From an optimization exercise on the open Yosys and OpenROAD flow, aimed at small area, a short achievable clock period and few clock cycles; shortcuts taken in it are not production practice.
The RTL was checked by simulation tests, not by an equivalence proof against the original design.
Power is estimated from default activity; no workload was simulated.

Setup of wip/willow:
==> flow/design.v <==
`timescale 1ns/1ps
package fm_index_pkg;
    localparam int OCC_DEPTH  = 64;                   
    localparam int OCC_AW     = $clog2(OCC_DEPTH);    
    localparam int POS_W      = 7;                    
    localparam int READ_DEPTH = 16;                   
    localparam int READ_AW    = $clog2(READ_DEPTH);   
    localparam int RLEN_W     = 5;                    
    typedef logic [1:0] base_t;
    localparam base_t BASE_A = 2'd0;
    localparam base_t BASE_C = 2'd1;
    localparam base_t BASE_G = 2'd2;
    localparam base_t BASE_T = 2'd3;
    typedef logic [POS_W-1:0] pos_t;
    typedef struct packed {
        pos_t cnt_t;
        pos_t cnt_g;
        pos_t cnt_c;
        pos_t cnt_a;
    } occ_entry_t;
    typedef enum logic [1:0] {
        TGT_OCC  = 2'd0,    
        TGT_C    = 2'd1,    
        TGT_READ = 2'd2     
    } load_tgt_t;
    typedef struct packed {
        logic                           valid;
        load_tgt_t                      tgt;
        logic [OCC_AW-1:0]              addr;
        logic [4*POS_W-1:0] data;    
    } load_t;
    typedef struct packed {
        base_t base;     
        logic  first;    
        logic  last;     
    } search_cmd_t;
    typedef struct packed {
        pos_t k;
        pos_t l;
    } interval_t;
    typedef struct packed {
        pos_t k;
        pos_t l;
        pos_t count;    
        logic              found;
        logic [RLEN_W-1:0] steps;    
    } result_t;
endpackage
`timescale 1ns/1ps
module fm_search_top (
    input  logic              clk,
    input  logic              arst_n_i,
    input  logic [36:0]       load_i,        
    input  logic              req_i,
    input  logic [4:0]        read_len_i,    
    output logic              ack_o,
    output logic [26:0]       result_o       
);
    localparam int PW = fm_index_pkg::POS_W;
    fm_index_pkg::load_t load;
    assign load = fm_index_pkg::load_t'(load_i);
    logic run_q;     
    logic ack_q;     
    logic ph_q;      
    logic start;
    logic busy;
    assign busy  = run_q | ack_q;
    assign start = req_i & ~busy;
    logic load_ok;
    assign load_ok = load.valid & ~busy;
    logic [4*PW-1:0] occ_q [64];
    logic [PW-1:0]   c_tab [4];
    logic [1:0]      rb_q  [16];
    for (genvar r = 0; r < 64; r++) begin : g_occ
        always_ff @(posedge clk) begin
            if (load_ok && load.tgt == fm_index_pkg::TGT_OCC && load.addr == 6'(r))
                occ_q[r] <= load.data;
        end
    end
    for (genvar c = 0; c < 4; c++) begin : g_c
        always_ff @(posedge clk) begin
            if (load_ok && load.tgt == fm_index_pkg::TGT_C && load.addr[1:0] == 2'(c))
                c_tab[c] <= load.data[PW-1:0];
        end
    end
    for (genvar i = 0; i < 16; i++) begin : g_rb
        always_ff @(posedge clk) begin
            if (load_ok && load.tgt == fm_index_pkg::TGT_READ && load.addr[3:0] == 4'(i))
                rb_q[i] <= load.data[1:0];
        end
    end
    logic [1:0] rb_m1 [16];
    for (genvar x = 0; x < 16; x++) begin : g_rbv
        assign rb_m1[x] = rb_q[(x + 15) % 16];
    end
    function automatic logic [11:0] predecode(input logic [5:0] x, input logic zero);
        logic [11:0] pd;
        for (int g = 0; g < 3; g++) begin
            for (int v = 0; v < 4; v++) begin
                pd[4*g + v] = (x[2*g +: 2] == 2'(v)) & ~(g == 0 && zero);
            end
        end
        predecode = pd;
    endfunction
    function automatic logic [63:0] rowsel_pd(input logic [11:0] pd);
        logic [63:0] rs;
        for (int r = 0; r < 64; r++) begin
            rs[r] = pd[(r + 1) % 4] & pd[4 + ((r + 1) / 4) % 4] & pd[8 + ((r + 1) % 64) / 16];
        end
        rowsel_pd = rs;
    endfunction
    function automatic logic [63:0] rowsel(input logic [5:0] x, input logic zero);
        logic [63:0] rs;
        for (int r = 0; r < 64; r++) begin
            rs[r] = (x == 6'((r + 1) % 64)) & ~zero;
        end
        rowsel = rs;
    endfunction
    logic [1:0]      c_q;        
    logic [3:0]      i_q;        
    logic [63:0]     rs_q;       
    logic [4*PW-1:0] row_q;      
    logic [PW-1:0]   ok_q;       
    logic            ck_q;       
    logic [PW-1:0]   k_q, l_q, count_q;
    logic            found_q;
    logic [4:0]      steps_q;
    logic [4*PW-1:0] m_row;
    always_comb begin
        m_row = '0;
        for (int r = 0; r < 64; r++) begin
            if (rs_q[r]) m_row = m_row | occ_q[r];
        end
    end
    logic [PW:0]   s_j  [4];    
    logic          e_j  [4];    
    logic [PW-1:0] n_j  [4];    
    for (genvar j = 0; j < 4; j++) begin : g_a
        logic [PW-1:0] cnt;
        assign cnt    = row_q[j*PW +: PW];
        assign s_j[j] = {1'b0, c_tab[j]} + {1'b0, cnt};
        assign e_j[j] = (ck_q == s_j[j][PW]) ? (ok_q >= cnt) : s_j[j][PW];
        assign n_j[j] = e_j[j] ? '0 : PW'(cnt - ok_q);
    end
    logic [PW:0]   sum;
    logic          empty;
    logic          done;
    assign sum   = s_j[c_q];
    assign empty = e_j[c_q];
    assign done  = empty | (i_q == '0);
    logic [11:0]   pd_c [4];
    for (genvar j = 0; j < 4; j++) begin : g_pdc
        assign pd_c[j] = predecode(c_tab[j][5:0], c_tab[j] == '0);
    end
    logic [1:0]    c1;    
    logic [PW-1:0] k1;
    assign c1 = rb_m1[read_len_i[3:0]];
    assign k1 = c_tab[c1];
    always_ff @(posedge clk) begin
        row_q <= m_row;
        if (start)      rs_q <= rowsel_pd(pd_c[c1]);
        else if (run_q) rs_q <= rowsel(sum[5:0], ph_q && sum[PW-1:0] == '0);
        else            rs_q <= rowsel(6'd0, 1'b0);
    end
    always_ff @(posedge clk) begin
        if (start) begin
            c_q     <= c1;
            i_q     <= read_len_i[3:0] - 4'd1;
            k_q     <= k1;
            ok_q    <= '0;
            ck_q    <= 1'b0;
            steps_q <= '0;
        end else if (run_q) begin
            if (ph_q) begin
                k_q  <= sum[PW-1:0];
                ok_q <= row_q[c_q*PW +: PW];
                ck_q <= sum[PW];
            end else begin
                l_q     <= sum[PW-1:0];
                found_q <= ~empty;
                count_q <= n_j[c_q];
                steps_q <= steps_q + 1'b1;
                c_q     <= rb_m1[i_q];
                i_q     <= i_q - 1'b1;
            end
        end
    end
    always_ff @(posedge clk or negedge arst_n_i) begin
        if (!arst_n_i) begin
            run_q <= 1'b0;
            ack_q <= 1'b0;
            ph_q  <= 1'b0;
        end else begin
            if (start) begin
                run_q <= 1'b1;
                ph_q  <= 1'b0;
            end else if (run_q) begin
                ph_q <= ~ph_q;
                if (!ph_q && done) begin
                    run_q <= 1'b0;
                    ack_q <= 1'b1;
                end
            end else if (ack_q && !req_i) begin
                ack_q <= 1'b0;
            end
        end
    end
    fm_index_pkg::result_t result;
    assign result.k     = k_q;
    assign result.l     = l_q;
    assign result.found = found_q;
    assign result.count = count_q;
    assign result.steps = steps_q;
    assign result_o = result;
    assign ack_o    = ack_q;
endmodule
export LEC_CHECK = 0
export CAP_MARGIN = 20
export CORE_MARGIN = 2
export CORE_UTILIZATION = 35
export SETUP_SLACK_MARGIN = 2.8
export SLEW_MARGIN = 20
create_clock -name core_clock -period 5.5 [get_ports {clk}]
run.sh (not shown) runs the stock make flow with config.mk's settings and CLKGATE_MAP_FILE= SYNTH_SCRIPT=/design/flow/synth_recipe.tcl, a recipe that flattens the netlist after the stock synthesis.
Testbench counts of wip/willow, summed over its fixed seeds: cycles 29,897.
Inputs modified between wip/willow and wip/yarrow:
Settings: CORE_UTILIZATION: 35 -> 50; CTS_CLUSTER_DIAMETER: unset -> 100; CTS_CLUSTER_SIZE: unset -> 20.
==> results.txt <==
The routed length on met2 on wip/yarrow is in line with that on wip/willow. Comparing met1 routed wirelength after detailed routing for wip/yarrow and wip/willow, the smaller number came from wip/yarrow. Die area (lower): wip/yarrow. Summary of wip/yarrow over wip/willow: total detailed-routing wirelength has decreased; initial antenna violation count fell 1; count of non-CTS buffers in the layout +6.9%; via density per instance shows an increase of 14%. Between wip/willow and wip/yarrow, area of placed instances decreased. Compared with wip/willow, wip/yarrow has extra setup slack. The run showing the greater required time of the critical path is wip/willow.
The inputs of wip/maple differ from those of wip/yarrow as listed below.
Settings: CTS_BUF_LIST now sky130_fd_sc_hd__clkbuf_8, previously not set; CTS_CLUSTER_SIZE no longer set, was 20; CORE_UTILIZATION now 35, was 50; CTS_CLUSTER_DIAMETER no longer set, was 100.
--- outcome ---
- wip/yarrow ended up with in2reg as its startpoint-to-endpoint class of the critical path; wip/maple ended up with reg2reg.
- Compared with wip/yarrow, wip/maple shows global routing usage on met1 lower by 17 points.
- Sort wip/yarrow and wip/maple by layout net count, descending, and wip/maple comes first.
- Compared with wip/yarrow, wip/maple shows a lower worst hold slack.
- wip/maple: full flow OK, the timing, DRC and antenna checks passed
- Setup slack on wip/maple is ahead of wip/yarrow.
- Deepest level of the CTS H-tree was lower in wip/yarrow than in wip/maple.
- Delay of the slowest cell on the worst path was lower in the run labelled wip/yarrow.
- wip/maple vs. wip/yarrow: design area went up by about 3.7%.
- Going from wip/yarrow to wip/maple, wire length increased about 1.5%, worst supply voltage drop on vdd moved down.
Input-level comparison between wip/juniper and wip/maple:
Settings: SETUP_SLACK_MARGIN: 2.8 -> 2.9; CTS_BUF_LIST: sky130_fd_sc_hd__clkbuf_8 -> unset; CTS_CLUSTER_SIZE: unset -> 20; CTS_CLUSTER_DIAMETER: unset -> 120.
wip/juniper | stages: all done | timing, DRC, antenna: all pass
Per the comparison of wip/juniper with wip/maple, number of standard cells after synthesis shows no meaningful change, wire length reported by the detailed router shows no meaningful change, actual slew at the worst max-slew pin shows a reduction of 0.030 ns.
Comparing wip/juniper and wip/maple, the higher clock network fraction of design power is on wip/maple.
Looking at capturing element of the worst setup path, the rs_q[45] result is from wip/juniper; the row_q[17] one comes from wip/maple.
wip/juniper against wip/maple: flip-flop and latch share of the layout cell area increased by 1.0 points relative to the old numbers, portion of total power attributed to combinational logic increased by 1.8 points relative to the old numbers, final design instance area without fill decreased by about 1.5% relative to the old numbers, logic depth of the worst setup path including buffers increased by 7 relative to the old numbers.
Modified inputs, wip/zinc compared to wip/juniper
Settings: CTS_CLUSTER_DIAMETER: 120 -> unset; CTS_CLUSTER_SIZE: 20 -> unset; SETUP_SLACK_MARGIN: 2.9 -> 2.8; CTS_BUF_LIST: unset -> sky130_fd_sc_hd__clkbuf_8; CORE_UTILIZATION: 35 -> 50.
## What came out
wip/zinc against wip/juniper; total setup buffers inserted after CTS is down by more than a quarter.
On number of global-route vias before repair, the higher figure sits with wip/zinc, not wip/juniper.
Comparing all-layer global routing usage for wip/juniper and wip/zinc, the smaller number came from wip/juniper.
Going from wip/juniper to wip/zinc, register-to-register setup slack lost 0.05 ns; sequential share of layout area neither gained nor lost much.
wip/zinc: PASS, flow complete, no timing, DRC or antenna violations
Going from wip/juniper to wip/zinc, total number of H-tree levels grows by 2.
Between wip/juniper and wip/zinc, the design area figures differ only marginally.
On wip/zinc: hold slack is 0.16 ns lower than what wip/juniper gave.
wip/zinc vs wip/juniper: total leakage power up by a few percent
Going from wip/juniper to wip/zinc, the worst setup slack after layout was found to have gone down by 0.036 ns.
The inputs of wip/pepper differ from those of wip/zinc as listed below.
Settings: clearing CTS_BUF_LIST, which used to be sky130_fd_sc_hd__clkbuf_8; putting CTS_CLUSTER_DIAMETER at 120 where nothing was set; swapping 50 for 35 in CORE_UTILIZATION; putting CTS_CLUSTER_SIZE at 25 where nothing was set.
### Flow results
wip/pepper vs wip/zinc: total area of multi-input combinational cells up in wip/pepper
Detailed route wirelength on metal3 (wip/pepper vs. wip/zinc) decreases by a few percent
Higher utilization after layout among wip/zinc and wip/pepper: wip/zinc
Diff wip/zinc -> wip/pepper: internal power has decreased; cell count increased 6.7%.
The higher met3 track demand over resource of wip/zinc and wip/pepper is in wip/zinc.
From wip/pepper to wip/zinc, share of the synthesized netlist area taken by xor and xnor gates did not move at all.
In the metrics for wip/zinc and wip/pepper, the one carrying the lower largest stage delay on the critical path is wip/pepper.
Between wip/pepper and wip/zinc, it is wip/pepper whose relative area change from synthesis to final layout is lower, by 1.7 points.
Antenna diode count: wip/pepper vs wip/zinc down 3

[static timing again, ports no longer ideal]
How much do the figures lean on ideal ports? The routed layouts below were timed once more, with nothing changed but the port constraints.
Step 1: set_driving_cell puts a clkbuf_16 on clk and a buf_2 on each other input, an assumption about the parent block.
Step 2, shift: input delay + t, output delay - t, t = (earliest + latest rising clock arrival at the registers) / 2. This alone moves slack from input paths to output paths.
a / b / c = ideal / step 1 / step 2; a / b = the first two.
run | t, ns | slack for setup (ns) | latest minus earliest clock arrival (ns) | slew at the worst register clock pin (ns)
wip/willow | 0.925 | 2.666 / 2.666 / 1.850 | 0.072 / 0.072 | 0.07 / 0.07
wip/yarrow | 0.845 | 2.679 / 2.694 / 1.849 | 0.032 / 0.033 | 0.10 / 0.10
wip/maple | 1.116 | 2.708 / 2.653 / 1.688 | 0.099 / 0.099 | 0.07 / 0.07
wip/juniper | 0.877 | 2.733 / 2.746 / 1.887 | 0.063 / 0.063 | 0.10 / 0.10
wip/zinc | 1.076 | 2.697 / 2.697 / 1.718 | 0.067 / 0.068 | 0.07 / 0.07
wip/pepper | 0.836 | 2.660 / 2.660 / 1.866 | 0.081 / 0.081 | 0.11 / 0.11
After both steps setup and hold are still met in every run listed. For wip/maple, which loses most, drivers alone change the setup slack by -0.055 ns; drivers and shift together by -1.020 ns.
